Background: an optimization exercise with open tools, aiming at small area, a short achievable clock period and few clock cycles per item. Do not read the settings as production practice.
No functional check of the RTL was part of this run.
Power figures rest on the tool's default switching activity, not on a simulated workload.

File: flow/config.mk
export PLATFORM = sky130hd
export DESIGN_NAME = fc2_bias_adder
export DESIGN_NICKNAME = fc2_bias_adder
export VERILOG_FILES = /design/flow/design.v
export SDC_FILE = /design/flow/constraint.sdc
export NUM_CORES = 4
export LEC_CHECK = 0
export CAP_MARGIN = 20
export CORE_AREA = 5 5 595 595
export DIE_AREA = 0 0 600 600
export SLEW_MARGIN = 20
File: flow/constraint.sdc
create_clock -name core_clock -period 5.0 [get_ports {clk}]
set_input_delay 1.0000 -clock core_clock [delete_from_list [all_inputs] [get_ports {clk}]]
set_output_delay 1.0000 -clock core_clock [all_outputs]
set_load 0.01 [all_outputs]
File: flow/design.v
package fc2_bias_adder_pkg;
    localparam int FC2_N_LANE  = 16;
    localparam int FC2_N_BATCH = 2;
    localparam int FC2_W_BIAS  = 34;
    localparam int FC2_W_ACC   = 34;
    localparam int FC2_W_OUT   = 32;
    localparam int FC2_W_ADDR  = 1;
    typedef logic [1:0] state_t;
    localparam state_t S_FETCH = 2'd0;
    localparam state_t S_LATCH = 2'd1;
    localparam state_t S_WAIT  = 2'd2;
    localparam state_t S_OUT   = 2'd3;
endpackage
module fc2_bias_sat_add
#(
    parameter int W_A = fc2_bias_adder_pkg::FC2_W_ACC,
    parameter int W_B = fc2_bias_adder_pkg::FC2_W_BIAS,
    parameter int W_O = fc2_bias_adder_pkg::FC2_W_OUT
) (
    input  logic [W_A-1:0] acc,
    input  logic [W_B-1:0] bias,
    output logic [W_O-1:0] sum_sat
);
    localparam int W_S = ((W_A > W_B) ? W_A : W_B) + 1;
    logic signed [W_S-1:0] acc_x;
    logic signed [W_S-1:0] bias_x;
    logic signed [W_S-1:0] sum;
    logic signed [W_S-1:0] max_v;
    logic signed [W_S-1:0] min_v;
    assign acc_x  = W_S'($signed(acc));
    assign bias_x = W_S'($signed(bias));
    assign sum    = acc_x + bias_x;
    assign max_v  = W_S'({1'b0, {(W_O-1){1'b1}}});
    assign min_v  = ~max_v;
    always_comb begin
        sum_sat = sum[W_O-1:0];
        if (sum > max_v) begin
            sum_sat = max_v[W_O-1:0];
        end else if (sum < min_v) begin
            sum_sat = min_v[W_O-1:0];
        end
    end
endmodule
module fc2_bias_adder
#(
    parameter int N_LANE  = fc2_bias_adder_pkg::FC2_N_LANE,
    parameter int N_BATCH = fc2_bias_adder_pkg::FC2_N_BATCH,
    parameter int W_BIAS  = fc2_bias_adder_pkg::FC2_W_BIAS,
    parameter int W_ACC   = fc2_bias_adder_pkg::FC2_W_ACC,
    parameter int W_OUT   = fc2_bias_adder_pkg::FC2_W_OUT,
    parameter int W_ADDR  = fc2_bias_adder_pkg::FC2_W_ADDR
) (
    input  logic                      clk,
    input  logic                      rstn,
    input  logic                      flush,
    output logic [W_ADDR-1:0]         rom_aa,
    output logic                      rom_cena,
    input  logic [N_LANE*W_BIAS-1:0]  rom_qa,
    input  logic                      acc_valid,
    output logic                      acc_ready,
    input  logic [N_LANE*W_ACC-1:0]   acc_data,
    output logic                      out_valid,
    input  logic                      out_ready,
    output logic [N_LANE*W_OUT-1:0]   out_data,
    output logic                      out_last
);
    fc2_bias_adder_pkg::state_t                     state;
    logic [W_ADDR-1:0]          batch_cnt;
    logic [N_LANE*W_BIAS-1:0]   bias_reg;
    logic [N_LANE*W_OUT-1:0]    sat_sum;
    logic                       is_last;
    assign is_last   = (batch_cnt == W_ADDR'(N_BATCH - 1));
    assign rom_aa    = batch_cnt;
    assign rom_cena  = (state != fc2_bias_adder_pkg::S_FETCH);
    assign acc_ready = (state == fc2_bias_adder_pkg::S_WAIT);
    for (genvar i = 0; i < N_LANE; i++) begin : g_lane
        fc2_bias_sat_add #(
            .W_A (W_ACC),
            .W_B (W_BIAS),
            .W_O (W_OUT)
        ) u_sat_add (
            .acc     (acc_data[(N_LANE-1-i)*W_ACC +: W_ACC]),
            .bias    (bias_reg[(N_LANE-1-i)*W_BIAS +: W_BIAS]),
            .sum_sat (sat_sum[(N_LANE-1-i)*W_OUT +: W_OUT])
        );
    end
    always_ff @(posedge clk or negedge rstn) begin
        if (!rstn) begin
            state     <= fc2_bias_adder_pkg::S_FETCH;
            batch_cnt <= '0;
        end else if (flush) begin
            state     <= fc2_bias_adder_pkg::S_FETCH;
            batch_cnt <= '0;
        end else begin
            case (state)
                fc2_bias_adder_pkg::S_FETCH: state <= fc2_bias_adder_pkg::S_LATCH;
                fc2_bias_adder_pkg::S_LATCH: state <= fc2_bias_adder_pkg::S_WAIT;
                fc2_bias_adder_pkg::S_WAIT:  if (acc_valid) state <= fc2_bias_adder_pkg::S_OUT;
                fc2_bias_adder_pkg::S_OUT: begin
                    if (out_ready) begin
                        state     <= fc2_bias_adder_pkg::S_FETCH;
                        batch_cnt <= is_last ? '0 : batch_cnt + 1'b1;
                    end
                end
                default: state <= fc2_bias_adder_pkg::S_FETCH;
            endcase
        end
    end
    always_ff @(posedge clk or negedge rstn) begin
        if (!rstn) begin
            bias_reg <= '0;
        end else if (state == fc2_bias_adder_pkg::S_LATCH) begin
            bias_reg <= rom_qa;
        end
    end
    always_ff @(posedge clk or negedge rstn) begin
        if (!rstn) begin
            out_valid <= 1'b0;
            out_data  <= '0;
            out_last  <= 1'b0;
        end else if (flush) begin
            out_valid <= 1'b0;
            out_last  <= 1'b0;
        end else if ((state == fc2_bias_adder_pkg::S_WAIT) && acc_valid) begin
            out_valid <= 1'b1;
            out_data  <= sat_sum;
            out_last  <= is_last;
        end else if ((state == fc2_bias_adder_pkg::S_OUT) && out_ready) begin
            out_valid <= 1'b0;
        end
    end
endmodule
File: flow/run.sh
#!/bin/bash
# synth_recipe.tcl (not shown) runs the flow's synth.tcl, then flattens the netlist and writes it again
# the make line also repeats each setting of config.mk as NAME=value (left out here)
make -C /OpenROAD-flow-scripts/flow DESIGN_CONFIG=/design/flow/config.mk WORK_HOME=/design/flow/orfs CLKGATE_MAP_FILE= SYNTH_SCRIPT=/design/flow/synth_recipe.tcl finish
==> notes.md <==
==> cells by family after synthesis <==
group / count (synthesis) / share of synthesized area, %
compound gates: 2220 / 21.9
xor+xnor: 435 / 5.61
fa+ha+maj: 564 / 10.6
buf+inv: 481 / 2.75
flops: 1061 / 39.1
mux: 533 / 8.82
simple gates: 1677 / 11.2
==> synthesized netlist by cell type, types with 167 or more instances <==
cell type | count | area, sq um
clkbuf_1 | 269 | 1010
mux2_2 | 529 | 5960
a221o_1 | 221 | 2210
inv_1 | 167 | 627
nand2_1 | 462 | 1730
ha_1 | 548 | 6860
xnor2_1 | 287 | 2510
nor2_1 | 608 | 2280
o21ai_0 | 231 | 1160
a21o_1 | 336 | 2520
dfrtp_1 | 1061 | 26600
a21oi_1 | 717 | 3590
==> critical path, cell delays in order <==
cell and delay (ns):
clkdlybuf4s50_1 0.48, ha_1 0.17, inv_1 0.05, fa_1 0.38, nand2b_1 0.17, a21oi_1 0.21
o211ai_1 0.16, a2111oi_0 0.50, buf_4 0.22, o2111ai_1 0.21, a21oi_1 0.26, nor2_1 0.09
a311o_1 0.35, or3_1 0.39, a21oi_2 0.19, buf_12 0.22, a21oi_1 0.10
==> layout make-up <==
cell class / instances / share of cell area [%]
Timing Repair Buffer: 1860 / 19.3
Clock inverter: 63 / 0.870
Tap cell: 4578 / 5.93
Clock buffer: 195 / 4.28
Antenna cell: 130 / 0.337
Sequential cell: 1061 / 27.5
Inverter: 168 / 0.653
Multi-Input combinational cell: 5429 / 41.1
==> worst max path at each step <==
stage / to / slack, ns / cells past startpoint
4_1_cts: out_data[73] / 0.67 / 17
3_5_place_dp: out_data[72] / -0.22 / 17
6_report: out_data[75] / 0.47 / 17
5_1_grt: out_data[77] / 0.32 / 17
3_3_place_gp: out_data[409] / -0.11 / 14
2_1_floorplan: out_data[65] / 0.72 / 15
==> report_power, final <==
group          internal, uW  switching [uW]  leakage (uW)  total [uW]
sequential            13000            3750        0.0124       16800
combinational         19200           22800        0.0259       42000
clock                  6540            4620       0.00241       11200
total                 38700           31200        0.0408       69900
==> routing by layer <==
| layer | vias to the layer above | share of wire, % | track usage, % | wire length [um] |
|---|---|---|---|---|
| met3 | 743 | 10 | 7.32 | 40100 |
| met5 | - | 0.17 | 0 | 652 |
| met1 | 31900 | 40 | 25.3 | 155000 |
| li1 | 29400 | - | - | - |
| met4 | 102 | 5.7 | 11.6 | 22200 |
| met2 | 2710 | 44 | 30.8 | 170000 |
==> per-stage QoR <==
step / hold WS, ns / util (%) / instances / setup TNS, ns
after floorplan: 0.485 / - / 6971 / 0
after global placement: 0.465 / 26.3 / 13100 / -4.44
after detailed placement: 0.476 / 26.3 / 13100 / -10.24
after CTS: 0.0867 / 27.8 / 13400 / 0
after global routing: 0.113 / 27.8 / 13400 / 0
final: 0.132 / 27.9 / 13500 / 0
==> out/qor.csv <==
metric,value,unit
"Net count, final",10300,
Final Total Pwr,69900,uW
vias per cell,4.81,
max_cap viols,0,
post-CTS resize count,0,
Yosys Warn Count,2,
Max VDD drop,0.000418,V
core area,346000,sq um
DRT Pass-1 Iters,6,
Async SR Flop Fraction,100,%
Residual DRC,0,
Slew HR,27.0,%
clk buf depth,4,
GRT overflow,0,
Final Cell Area,96500,sq um
I/O Buffers,1609,
R2R cell count,16,
largest net degree at the start of global routing,108,
antenna violations before repair,267,
crit start category,input port,
# setup viols final,0,
Routed wire per std cell,28.8,um
synthesized flop and latch total,1061,
outcome,"complete, no violations",
Peak Freq,221,MHz
area occupied by multi-input gates,39700,sq um
vias in the first global route,62200,
Seq. cell area,26600,sq um
Ports,1610,
r2r setup slk,0.76,ns
Synth Instances,6971,
"Area growth, synth to finish",42.1,%
"commonest cells after routing, fill and taps aside","clkdlybuf4s50_1, dfrtp_1, a21oi_1, nor2_1, ha_1",
global-route wire length before repair,518,mm
skew final,0.0778,ns
CTS tree,built,
"Period Utilization, post-route",90.7,%
dpl hpwl,326,mm
Mapped Nets,8628,
WL final,388,mm
post-CTS setup buffer count,0,
"Seq/Total Area, Yosys",39.1,%
Tot GR Track Use,20.5,%
clock latency (worst-skew pair),0.85,ns
share of cells above drive strength 1,12.4,%
FF-to-FF End,out_data[75],
post-synthesis cell area,68000,sq um
chip width,600,um
chip height,600,um
Worst Max-Slew Pin Slew,1.09,ns
Clock Sinks,1061,
Hold/Removal Path Class,input port to asynchronous set/reset pin,
Mean Syn Cell Area,9.75,sq um
pwr dens,724,nW/um^2
Filler cells,36800,
DRT antenna net count,0,
worst-path fanout max,31,
Crit path arrival time,5.19,ns
Worst-path clk slew,0.06,ns
CP endpoint kind,flop,
CP Class,input port to flop,
initial drt markers,5273,
"most common cell after layout, fill and taps aside",clkdlybuf4s50_1,
Leak Pwr,0.0408,uW
Main synth FF type,dfrtp_1,
Critical Path RT,5.66,ns
Starting Density,19.6,%
"EDFF count, synth",0,
"worst slack, placed",-0.225,ns
max-slew violation count,0,
Post-Place Cell Area,91200,sq um
hold buffer count at cts,0,
final hold viol count,0,
RSZ-0062 raised after global routing,no,
Site Rows,216,
clk root buf,clkbuf_16,
max reg flops,544,
die area,360000,sq um
# H-tree levels,4,
GP Congestion,0.969,
Final min period,4.53,ns
post-synth cell types,87,
Critical R2R Launch,bias_reg[68],
post-layout worst setup margin,0.465,ns
CP startpoint,acc_data[68],
vias,64800,
Num CTS Buffers,146,

[afterwards: timing with drivers on the ports]
In the flow no input, the clock included, has a driving cell. The finished layout below was timed again as built, in two steps.
Step 1 (the two cells are an assumption about what drives the block):
set clk [get_ports {clk}]
set_driving_cell -lib_cell sky130_fd_sc_hd__clkbuf_16 $clk
set_driving_cell -lib_cell sky130_fd_sc_hd__buf_2 [delete_from_list [all_inputs] $clk]
Step 2 adds t to the input delays and takes it off the output delays; t is the mean of the earliest and latest rising clock arrival at the registers after step 1. Input paths then give back, and output paths get back, about the clock's delay inside the block.
Slacks: ideal / step 1 / step 2; pairs: ideal / step 1.
shift t [ns]: 0.895
setup slack, ns: 0.465 / 0.444 / -0.451
clock arrival spread, ns: 0.093 / 0.092
pins driven straight from the clock port: 1
Met with ideal ports but missed after step 2: setup timing in this run. The setup slack of this run moves by -0.021 ns with the drivers and by -0.916 ns with both steps.
